Source: an optimization exercise on an open RTL-to-GDS flow (aim: small area). Production flows keep margins and buffers that such runs may drop. Only simulation tests tie the RTL to the original design; equivalence was not proved.

### flow/config.mk
export PLATFORM = sky130hd
export DESIGN_NAME = ooo_top
export DESIGN_NICKNAME = ooo_top
export VERILOG_FILES = /design/flow/design.v
export SDC_FILE = /design/flow/constraint.sdc
export NUM_CORES = 4
export LEC_CHECK = 0
export CAP_MARGIN = 20
export CORE_MARGIN = 2
export CORE_UTILIZATION = 40
export SLEW_MARGIN = 20
### flow/constraint.sdc
create_clock -name core_clock -period 11.0 [get_ports {clock}]
set_input_delay 2.2000 -clock core_clock [delete_from_list [all_inputs] [get_ports {clock}]]
set_output_delay 2.2000 -clock core_clock [all_outputs]
set_load 0.01 [all_outputs]
### flow/design.v
`timescale 1ns/10ps
package core_pkg;
  localparam int NUM_ARCH   = 8;
  localparam int NUM_PHYS   = 16;
  localparam int ROB_DEPTH  = 8;
  localparam int IQ_DEPTH   = 4;
  localparam int MUL_STAGES = 3;
  typedef logic [2:0]  arch_reg_t;
  typedef logic [3:0]  phys_tag_t;
  typedef logic [31:0] data_t;
  typedef logic [2:0]  rob_idx_t;
  typedef enum logic [2:0] {
    op_add,
    op_sub,
    op_and,
    op_xor,
    op_mul
  } op_kind_t;
  typedef struct packed {
    op_kind_t  kind;
    arch_reg_t dest;
    arch_reg_t src_a;
    arch_reg_t src_b;
    logic      use_imm;
    data_t     imm;
  } dispatch_op_t;
  typedef struct packed {
    op_kind_t  kind;
    phys_tag_t tag_a;
    phys_tag_t tag_b;
    phys_tag_t tag_dest;
    logic      use_imm;
    data_t     imm;
    rob_idx_t  rob_idx;
  } renamed_op_t;
  typedef struct packed {
    op_kind_t  kind;
    data_t     value_a;
    data_t     value_b;
    phys_tag_t tag_dest;
    rob_idx_t  rob_idx;
  } issue_op_t;
  typedef struct packed {
    logic      valid;
    phys_tag_t tag;
    rob_idx_t  rob_idx;
    data_t     value;
  } cdb_t;
endpackage
`timescale 1ns/10ps
module rename_stage #(
  parameter int NUM_ARCH = core_pkg::NUM_ARCH,
  parameter int NUM_PHYS = core_pkg::NUM_PHYS
) (
  input  logic         clock,
  input  logic         reset,
  input  logic         accept,
  input  core_pkg::dispatch_op_t dispatch_op,
  input  core_pkg::rob_idx_t     rob_tail,
  input  logic         free_valid,
  input  core_pkg::phys_tag_t    free_tag,
  output logic         free_nonempty,
  output logic         renamed_valid,
  output core_pkg::renamed_op_t  renamed,
  output core_pkg::phys_tag_t    old_tag,
  output core_pkg::arch_reg_t    renamed_dest
);
  localparam int FL_PTR_W = $clog2(NUM_PHYS);
  localparam int FL_CNT_W = FL_PTR_W + 1;
  localparam int FL_INIT  = NUM_PHYS - NUM_ARCH;
  core_pkg::phys_tag_t           map_table [NUM_ARCH];
  core_pkg::phys_tag_t           free_fifo [NUM_PHYS];
  logic [FL_PTR_W-1:0] fl_head;
  logic [FL_PTR_W-1:0] fl_tail;
  logic [FL_CNT_W-1:0] fl_count;
  core_pkg::phys_tag_t           new_tag;
  assign new_tag       = free_fifo[fl_head];
  assign free_nonempty = (fl_count != '0);
  always_ff @(posedge clock) begin
    if (reset) begin
      for (int i = 0; i < NUM_ARCH; i++) begin
        map_table[i] <= core_pkg::phys_tag_t'(i);
      end
      for (int i = 0; i < NUM_PHYS; i++) begin
        free_fifo[i] <= core_pkg::phys_tag_t'(NUM_ARCH + i);
      end
      fl_head  <= '0;
      fl_tail  <= FL_PTR_W'(FL_INIT);
      fl_count <= FL_CNT_W'(FL_INIT);
    end else begin
      if (accept) begin
        map_table[dispatch_op.dest] <= new_tag;
        fl_head <= (fl_head == FL_PTR_W'(NUM_PHYS - 1)) ? '0 : fl_head + 1'b1;
      end
      if (free_valid) begin
        free_fifo[fl_tail] <= free_tag;
        fl_tail <= (fl_tail == FL_PTR_W'(NUM_PHYS - 1)) ? '0 : fl_tail + 1'b1;
      end
      if (accept && !free_valid) begin
        fl_count <= fl_count - 1'b1;
      end else if (!accept && free_valid) begin
        fl_count <= fl_count + 1'b1;
      end
    end
  end
  always_ff @(posedge clock) begin
    if (reset) begin
      renamed_valid <= 1'b0;
    end else begin
      renamed_valid <= accept;
      if (accept) begin
        renamed.kind     <= dispatch_op.kind;
        renamed.tag_a    <= map_table[dispatch_op.src_a];
        renamed.tag_b    <= map_table[dispatch_op.src_b];
        renamed.tag_dest <= new_tag;
        renamed.use_imm  <= dispatch_op.use_imm;
        renamed.imm      <= dispatch_op.imm;
        renamed.rob_idx  <= rob_tail;
        old_tag          <= map_table[dispatch_op.dest];
        renamed_dest     <= dispatch_op.dest;
      end
    end
  end
endmodule
`timescale 1ns/10ps
module issue_stage #(
  parameter int NUM_PHYS   = core_pkg::NUM_PHYS,
  parameter int IQ_DEPTH   = core_pkg::IQ_DEPTH,
  parameter int MUL_STAGES = core_pkg::MUL_STAGES
) (
  input  logic        clock,
  input  logic        reset,
  input  logic        renamed_valid,
  input  core_pkg::renamed_op_t renamed,
  input  core_pkg::cdb_t        cdb,
  output logic        iq_room,
  output logic        issue_valid,
  output core_pkg::issue_op_t   issue_op
);
  localparam int IQ_PTR_W = $clog2(IQ_DEPTH);
  localparam int IQ_CNT_W = IQ_PTR_W + 1;
  logic [50:0] iq_mem [IQ_DEPTH];
  logic [IQ_PTR_W-1:0] iq_head;
  logic [IQ_PTR_W-1:0] iq_tail;
  logic [IQ_CNT_W-1:0] iq_count;
  core_pkg::data_t               regfile [NUM_PHYS];
  logic [NUM_PHYS-1:0] tag_ready;
  logic [MUL_STAGES-2:0] slot_busy;
  core_pkg::renamed_op_t head_op;
  logic        a_on_bus;
  logic        b_on_bus;
  logic        a_ready;
  logic        b_ready;
  logic        is_mul;
  assign head_op = core_pkg::renamed_op_t'(iq_mem[iq_head]);
  assign a_on_bus = cdb.valid && (cdb.tag == head_op.tag_a);
  assign b_on_bus = cdb.valid && (cdb.tag == head_op.tag_b);
  assign a_ready  = tag_ready[head_op.tag_a] || a_on_bus;
  assign b_ready  = head_op.use_imm || tag_ready[head_op.tag_b] || b_on_bus;
  assign is_mul   = (head_op.kind == core_pkg::op_mul);
  assign issue_valid = (iq_count != '0) && a_ready && b_ready
                       && (is_mul || !slot_busy[0]);
  assign issue_op.kind     = head_op.kind;
  assign issue_op.value_a  = a_on_bus ? cdb.value : regfile[head_op.tag_a];
  assign issue_op.value_b  = head_op.use_imm ? head_op.imm :
                             b_on_bus ? cdb.value : regfile[head_op.tag_b];
  assign issue_op.tag_dest = head_op.tag_dest;
  assign issue_op.rob_idx  = head_op.rob_idx;
  assign iq_room = (iq_count + IQ_CNT_W'(renamed_valid)) < IQ_CNT_W'(IQ_DEPTH);
  always_ff @(posedge clock) begin
    if (reset) begin
      iq_head   <= '0;
      iq_tail   <= '0;
      iq_count  <= '0;
      tag_ready <= '1;
      slot_busy <= '0;
    end else begin
      if (renamed_valid) begin
        iq_mem[iq_tail] <= renamed;
        iq_tail <= (iq_tail == IQ_PTR_W'(IQ_DEPTH - 1)) ? '0 : iq_tail + 1'b1;
        tag_ready[renamed.tag_dest] <= 1'b0;
      end
      if (issue_valid) begin
        iq_head <= (iq_head == IQ_PTR_W'(IQ_DEPTH - 1)) ? '0 : iq_head + 1'b1;
      end
      if (renamed_valid && !issue_valid) begin
        iq_count <= iq_count + 1'b1;
      end else if (!renamed_valid && issue_valid) begin
        iq_count <= iq_count - 1'b1;
      end
      if (cdb.valid) begin
        tag_ready[cdb.tag] <= 1'b1;
      end
      slot_busy <= slot_busy >> 1;
      if (issue_valid && is_mul) begin
        slot_busy[MUL_STAGES-2] <= 1'b1;
      end
    end
  end
  always_ff @(posedge clock) begin
    if (reset) begin
      for (int i = 0; i < NUM_PHYS; i++) begin
        regfile[i] <= '0;
      end
    end else if (cdb.valid) begin
      regfile[cdb.tag] <= cdb.value;
    end
  end
endmodule
`timescale 1ns/10ps
module exec_units #(
  parameter int MUL_STAGES = core_pkg::MUL_STAGES
) (
  input  logic      clock,
  input  logic      reset,
  input  logic      issue_valid,
  input  core_pkg::issue_op_t issue_op,
  output core_pkg::cdb_t      cdb
);
  core_pkg::cdb_t  alu_q;
  logic                 mul_valid [MUL_STAGES];
  core_pkg::phys_tag_t  mul_tag   [MUL_STAGES];
  core_pkg::rob_idx_t   mul_rob   [MUL_STAGES];
  core_pkg::data_t      mul_value [MUL_STAGES];
  core_pkg::cdb_t       mul_out;
  core_pkg::data_t alu_result;
  logic  is_mul;
  assign is_mul = (issue_op.kind == core_pkg::op_mul);
  always_comb begin
    case (issue_op.kind)
      core_pkg::op_add:  alu_result = issue_op.value_a + issue_op.value_b;
      core_pkg::op_sub:  alu_result = issue_op.value_a - issue_op.value_b;
      core_pkg::op_and:  alu_result = issue_op.value_a & issue_op.value_b;
      core_pkg::op_xor:  alu_result = issue_op.value_a ^ issue_op.value_b;
      default: alu_result = '0;
    endcase
  end
  always_ff @(posedge clock) begin
    if (reset) begin
      alu_q.valid <= 1'b0;
    end else begin
      alu_q.valid   <= issue_valid && !is_mul;
      alu_q.tag     <= issue_op.tag_dest;
      alu_q.rob_idx <= issue_op.rob_idx;
      alu_q.value   <= alu_result;
    end
  end
  always_ff @(posedge clock) begin
    if (reset) begin
      for (int i = 0; i < MUL_STAGES; i++) begin
        mul_valid[i] <= 1'b0;
      end
    end else begin
      mul_valid[0] <= issue_valid && is_mul;
      mul_tag[0]   <= issue_op.tag_dest;
      mul_rob[0]   <= issue_op.rob_idx;
      mul_value[0] <= issue_op.value_a * issue_op.value_b;
      for (int i = 1; i < MUL_STAGES; i++) begin
        mul_valid[i] <= mul_valid[i-1];
        mul_tag[i]   <= mul_tag[i-1];
        mul_rob[i]   <= mul_rob[i-1];
        mul_value[i] <= mul_value[i-1];
      end
    end
  end
  assign mul_out.valid   = mul_valid[MUL_STAGES-1];
  assign mul_out.tag     = mul_tag[MUL_STAGES-1];
  assign mul_out.rob_idx = mul_rob[MUL_STAGES-1];
  assign mul_out.value   = mul_value[MUL_STAGES-1];
  assign cdb = alu_q.valid ? alu_q : mul_out;
endmodule
`timescale 1ns/10ps
module reorder_buffer #(
  parameter int ROB_DEPTH = core_pkg::ROB_DEPTH
) (
  input  logic      clock,
  input  logic      reset,
  input  logic      renamed_valid,
  input  core_pkg::arch_reg_t renamed_dest,
  input  core_pkg::phys_tag_t new_tag,
  input  core_pkg::phys_tag_t old_tag,
  input  core_pkg::cdb_t      cdb,
  output core_pkg::rob_idx_t  rob_tail,
  output logic      rob_room,
  output logic      free_valid,
  output core_pkg::phys_tag_t free_tag,
  output logic      commit_valid,
  output core_pkg::arch_reg_t commit_dest,
  output core_pkg::data_t     commit_value
);
  localparam int CNT_W = $clog2(ROB_DEPTH) + 1;
  core_pkg::arch_reg_t            rob_dest  [ROB_DEPTH];
  core_pkg::phys_tag_t            rob_new   [ROB_DEPTH];
  core_pkg::phys_tag_t            rob_old   [ROB_DEPTH];
  core_pkg::data_t                rob_value [ROB_DEPTH];
  logic [ROB_DEPTH-1:0] rob_done;
  core_pkg::rob_idx_t             head;
  core_pkg::rob_idx_t             tail;
  core_pkg::rob_idx_t             tail_inc;
  logic [CNT_W-1:0]     count;
  logic                 retire;
  logic                 bus_hit;
  assign tail_inc = (tail == core_pkg::rob_idx_t'(ROB_DEPTH - 1)) ? '0 : tail + 1'b1;
  assign rob_tail = renamed_valid ? tail_inc : tail;
  assign rob_room = (count + CNT_W'(renamed_valid)) < CNT_W'(ROB_DEPTH);
  assign bus_hit = cdb.valid && (rob_new[cdb.rob_idx] == cdb.tag);
  assign retire       = (count != '0) && rob_done[head];
  assign commit_valid = retire;
  assign commit_dest  = rob_dest[head];
  assign commit_value = rob_value[head];
  assign free_valid   = retire;
  assign free_tag     = rob_old[head];
  always_ff @(posedge clock) begin
    if (reset) begin
      head     <= '0;
      tail     <= '0;
      count    <= '0;
      rob_done <= '0;
    end else begin
      if (renamed_valid) begin
        rob_dest[tail] <= renamed_dest;
        rob_new[tail]  <= new_tag;
        rob_old[tail]  <= old_tag;
        rob_done[tail] <= 1'b0;
        tail           <= tail_inc;
      end
      if (bus_hit) begin
        rob_done[cdb.rob_idx]  <= 1'b1;
        rob_value[cdb.rob_idx] <= cdb.value;
      end
      if (retire) begin
        head <= (head == core_pkg::rob_idx_t'(ROB_DEPTH - 1)) ? '0 : head + 1'b1;
      end
      if (renamed_valid && !retire) begin
        count <= count + 1'b1;
      end else if (!renamed_valid && retire) begin
        count <= count - 1'b1;
      end
    end
  end
endmodule
`timescale 1ns/10ps
module ooo_core #(
  parameter int NUM_ARCH   = core_pkg::NUM_ARCH,
  parameter int NUM_PHYS   = core_pkg::NUM_PHYS,
  parameter int ROB_DEPTH  = core_pkg::ROB_DEPTH,
  parameter int IQ_DEPTH   = core_pkg::IQ_DEPTH,
  parameter int MUL_STAGES = core_pkg::MUL_STAGES
) (
  input  logic         clock,
  input  logic         reset,
  input  logic         dispatch_valid,
  input  core_pkg::dispatch_op_t dispatch_op,
  output logic         dispatch_ready,
  output logic         commit_valid,
  output core_pkg::arch_reg_t    commit_dest,
  output core_pkg::data_t        commit_value
);
  logic        accept;
  logic        free_nonempty;
  logic        iq_room;
  logic        rob_room;
  core_pkg::rob_idx_t    rob_tail;
  logic        free_valid;
  core_pkg::phys_tag_t   free_tag;
  logic        renamed_valid;
  core_pkg::renamed_op_t renamed;
  core_pkg::phys_tag_t   old_tag;
  core_pkg::arch_reg_t   renamed_dest;
  logic        issue_valid;
  core_pkg::issue_op_t   issue_op;
  core_pkg::cdb_t        cdb;
  assign dispatch_ready = free_nonempty && rob_room && iq_room;
  assign accept         = dispatch_valid && dispatch_ready;
  rename_stage #(.NUM_ARCH(NUM_ARCH), .NUM_PHYS(NUM_PHYS)) u_rename (
    .clock(clock), .reset(reset),
    .accept(accept), .dispatch_op(dispatch_op), .rob_tail(rob_tail),
    .free_valid(free_valid), .free_tag(free_tag), .free_nonempty(free_nonempty),
    .renamed_valid(renamed_valid), .renamed(renamed),
    .old_tag(old_tag), .renamed_dest(renamed_dest)
  );
  issue_stage #(.NUM_PHYS(NUM_PHYS), .IQ_DEPTH(IQ_DEPTH), .MUL_STAGES(MUL_STAGES)) u_issue (
    .clock(clock), .reset(reset),
    .renamed_valid(renamed_valid), .renamed(renamed), .cdb(cdb),
    .iq_room(iq_room), .issue_valid(issue_valid), .issue_op(issue_op)
  );
  exec_units #(.MUL_STAGES(MUL_STAGES)) u_exec (
    .clock(clock), .reset(reset),
    .issue_valid(issue_valid), .issue_op(issue_op), .cdb(cdb)
  );
  reorder_buffer #(.ROB_DEPTH(ROB_DEPTH)) u_rob (
    .clock(clock), .reset(reset),
    .renamed_valid(renamed_valid), .renamed_dest(renamed_dest),
    .new_tag(renamed.tag_dest), .old_tag(old_tag), .cdb(cdb),
    .rob_tail(rob_tail), .rob_room(rob_room),
    .free_valid(free_valid), .free_tag(free_tag),
    .commit_valid(commit_valid), .commit_dest(commit_dest), .commit_value(commit_value)
  );
endmodule
`timescale 1ns/10ps
module ooo_top (
  input  logic        clock,
  input  logic        reset,
  input  logic        dispatch_valid,
  input  logic [2:0]  dispatch_kind,
  input  logic [2:0]  dispatch_dest,
  input  logic [2:0]  dispatch_src_a,
  input  logic [2:0]  dispatch_src_b,
  input  logic        dispatch_use_imm,
  input  logic [31:0] dispatch_imm,
  output logic        dispatch_ready,
  output logic        commit_valid,
  output logic [2:0]  commit_dest,
  output logic [31:0] commit_value
);
  core_pkg::dispatch_op_t op;
  assign op.kind    = core_pkg::op_kind_t'(dispatch_kind);
  assign op.dest    = dispatch_dest;
  assign op.src_a   = dispatch_src_a;
  assign op.src_b   = dispatch_src_b;
  assign op.use_imm = dispatch_use_imm;
  assign op.imm     = dispatch_imm;
  ooo_core u_core (
    .clock(clock), .reset(reset),
    .dispatch_valid(dispatch_valid), .dispatch_op(op), .dispatch_ready(dispatch_ready),
    .commit_valid(commit_valid), .commit_dest(commit_dest), .commit_value(commit_value)
  );
endmodule
### flow/run.sh
#!/bin/bash
# synth_recipe.tcl (not shown) runs the flow's synth.tcl, then flattens the netlist and writes it again
# the make line also repeats each setting of config.mk as NAME=value (left out here)
make -C /OpenROAD-flow-scripts/flow DESIGN_CONFIG=/design/flow/config.mk WORK_HOME=/design/flow/orfs CLKGATE_MAP_FILE= SYNTH_SCRIPT=/design/flow/synth_recipe.tcl finish
==> flow_summary.json <==
{
  "outcome": "no timing/DRC/antenna violations",
  "reg2reg_depth": 29,
  "clk_path_buf_depth": 3,
  "final_nets": 7275,
  "post-route-period-util_pct": 97.44,
  "wirelength_um": 259300,
  "grt_pass1_vias": 55030,
  "crit_arrival_ps": 11250,
  "hold_depth": 0,
  "initial_core_util_pct": 40.12,
  "routabilityCongestion": 0.9327,
  "grt_pass1_wl_um": 377000,
  "die_y_um": 456.3,
  "rr_startpoint": "u_core.u_issue.iq_mem[1][44]",
  "hp-class": "flop to flop",
  "drc": 0,
  "design.die.area_sq_um": 208200,
  "async_flop_share_pct": 0,
  "r2r-end": "u_core.u_exec.mul_value[0][31]",
  "area_growth_pct": 12.78,
  "core_sq_um": 204000,
  "port_buffers": 84,
  "yosys.area_share.simple_pct": 10.49,
  "synthAdderAreaFrac_pct": 13.50,
  "crit_fanout": 9,
  "crit_path_max_incr_delay_ps": 830,
  "synth_top_area_share_pct": 50.02,
  "cts.clk_slew.worst_paths_ps": 70,
  "hold-path-endpoint": "u_core.u_exec.mul_tag[2][1]",
  "yosysWarnings": 8,
  "vias": 54680,
  "drt-initial-drc-count": 6613,
  "ant_nets": 0,
  "syn_inst": 6436,
  "synthesis.nets": 7118,
  "holdWs_ps": 381.9,
  "cap_violations": 0,
  "rows": 166,
  "rsz0062_at_grt": "no",
  "cts.sinks": 1431,
  "yosysMostFrequentCell": "edfxtp_1",
  "synth.mux.area_fraction_pct": 12.68,
  "grt_max_degree": 77,
  "setup-tns-final_ps": 0,
  "cp.required_ps": 11530,
  "yosysUniqueCellTypes": 91,
  "wl_per_cell_um": 27.60,
  "ys.flop_type": "edfxtp_1",
  "grt_usage_pct": 24.58,
  "synth_top_cell_by_area": "edfxtp_1",
  "syn_area_sq_um": 81820,
  "fmax_mhz": 93.30,
  "cts_tree": "built",
  "die_w_um": 456.3,
  "slowest_stage": "mux4_4",
  "min_period_ps": 10720,
  "synth_seq_cells": 1431,
  "cts-root-buf": "clkbuf_16",
  "hold_start": "u_core.u_exec.mul_tag[1][1]",
  "h-tree-depth": 4,
  "yosysSeqAreaShare_pct": 51.69,
  "overflow": 0,
  "cp_common_cell": "fa_1",
  "dr.pass1.iters": 6,
  "cp-end-kind": "flop",
  "ioPinCount": 85,
  "setup_viol": 0,
  "synth_xor_xnor_area_share_pct": 1.908,
  "slew_violations": 0,
  "hold_viol_final": 0,
  "dp_hpwl_um": 174100,
  "crit_type": "flop to flop",
  "postCtsHoldBufs": 0,
  "yosys-top-cells-area": "edfxtp_1 50%, fa_1 10%, mux4_2 8.2%",
  "slew-limit-headroom_pct": 22.09,
  "synth_edf_count": 1363,
  "syn-mean-instance-area_sq_um": 12.71,
  "ys_top_cells_by_count": "1363 x edfxtp_1, 975 x nor2_1, 653 x nand2_1, 532 x inv_1, 412 x fa_1",
  "synth_top_family_by_area": "adder cells",
  "synth-compound-area-share_pct": 5.088,
  "cts_buffers": 149,
  "clkLatencyLatePin_ps": 820,
  "reg2reg_setup_slack_ps": 280,
  "via_per_inst": 5.818,
  "drive_gt1_share_pct": 15.74,
  "critPathLaunchType": "flop",
  "finalClockSkew_ps": 49.23,
  "worstMarginPinSlew_ps": 1146,
  "antenna_found_initial": 5
}
state kept, by name, summed over array words and instances (netlist names), 4 cells and up, named ones only:
register                   flops
u_core.u_exec.alu_q           34
u_core.u_exec.mul_rob          8
u_core.u_exec.mul_tag         12
u_core.u_exec.mul_value       96
u_core.u_issue.iq_mem        204
u_core.u_issue.regfile       512
u_core.u_issue.tag_ready      16
u_core.u_rename.fl_count       5
u_core.u_rename.fl_head        4
u_core.u_rename.fl_tail        4
u_core.u_rename.free_fifo     64
u_core.u_rename.map_table     32
u_core.u_rename.old_tag        4
u_core.u_rename.renamed       51
u_core.u_rob.count             4
u_core.u_rob.rob_dest         24
u_core.u_rob.rob_done          8
u_core.u_rob.rob_new          32
u_core.u_rob.rob_old          32
u_core.u_rob.rob_value       256
cells by family (layout without fill, tap and decap cells):
kind of cell / after synthesis / in the layout
simple gates: 2025 / 2025
fa+ha+maj: 636 / 636
buf+inv: 944 / 1214
flops: 1431 / 1431
mux: 639 / 641
compound gates: 589 / 589
other cells: 0 / 2
xor+xnor: 172 / 172
critical path: cells and delay by family (launching register included):
kind	cells	cell delay, ps
muxes	3	1590
DFF	1	590
buffers and inverters	4	950
and+or+nand+nor	1	170
xor gates and xnor gates	11	2230
adders and majority gates	9	4190
AOI/OAI and AO/OA	1	690
routing by layer:
metal | wire length, um | track usage [%]
met2 | 118400 | 38.54
met4 | 12130 | 10.19
met5 | 145 | 0
met1 | 104700 | 33.70
met3 | 23950 | 4.536
cell type report:
class | instances | area (sq um)
tap | 2688 | 3363
timing repair buffer | 389 | 3274
clock inverter | 81 | 970.9
antenna | 2 | 5.005
inverter | 559 | 2117
clock buffer | 185 | 3958
multi-input combinational | 4063 | 36280
sequential | 1431 | 42310
fill | 18290 | 111700
worst max path at each step:
stage,start,to,slack (ps),cells past startpoint
final,u_core.u_issue.iq_mem[1][44],u_core.u_exec.mul_value[0][31],280,29
after detailed placement,flop,u_core.u_exec.mul_value[0][31],110,37
after global placement,flop,u_core.u_exec.mul_value[0][31],280,37
after global routing,flop,u_core.u_exec.mul_value[0][31],10,34
after floorplan,reset,u_core.u_issue.regfile[11][0],1260,3
after CTS,flop,u_core.u_exec.mul_value[0][31],50,37
per-stage QoR:
stage	setup WS (ps)	instances	utilization [%]	area [sq um]
global placement	276.4	9112	42.71	87110
floorplan	1256	6436	-	81820
global route	10.57	9397	45.24	92280
finish	281.8	9398	45.24	92280
detailed placement	114.4	9112	42.71	87110
CTS	50.63	9378	45.13	92040
layout by cell type, fill, tap and decap left out, drive strengths merged, types with 21 or more instances in the layout:
master | synthesis | layout
edfxtp | 1363 | 1363
nor2 | 975 | 975
nand2 | 654 | 654
inv | 536 | 543
fa | 412 | 412
mux4 | 305 | 307
buf | 124 | 306
mux2i | 236 | 236
ha | 222 | 222
clkbuf | 261 | 185
xnor2 | 126 | 126
a21oi | 118 | 118
and2 | 111 | 111
mux2 | 98 | 98
a211oi | 94 | 94
clkdlybuf4s50 | 0 | 83
clkinv | 23 | 77
dfxtp | 68 | 68
o21ai | 65 | 65
nand3 | 60 | 60
a311oi | 58 | 58
o211ai | 53 | 53
nor2b | 49 | 49
xor2 | 42 | 42
nor3 | 41 | 41
a21o | 34 | 34
a31oi | 28 | 28
nand4 | 27 | 27
a22oi | 21 | 21
what timing repair did:
| item | 4_1_cts | 5_1_grt |
|---|---|---|
| setup endpoints to repair | 0 | 7 |
| setup buffers | 0 | 16 |
| hold endpoints to repair | 0 | 0 |
| resized for setup | 0 | 16 |

==> port drivers added, routing unchanged <==
In the flow no input, the clock included, has a driving cell. The finished layout below was timed again as built, in two steps.
Step 1 assumes that a clkbuf_16 drives the clock port and a buf_2 every other input.
Step 2 times the ports against the registers' clock, not the clock port: input delays grow and output delays shrink by t, the midpoint of the rising clock arrivals with the driver on.
Three values: no drivers, after step 1, after step 2; two values: the first two.
t (ns): 0.875
setup slack, ns: 0.282 / 0.282 / 0.282
clock arrival spread, ns: 0.053 / 0.053
worst slew at a driven data input, ns: 0.14
pins driven straight from the clock port: 1
After both steps this run still meets setup and hold. For this run, drivers alone change the setup slack by 0.000 ns; drivers and shift together by 0.000 ns.
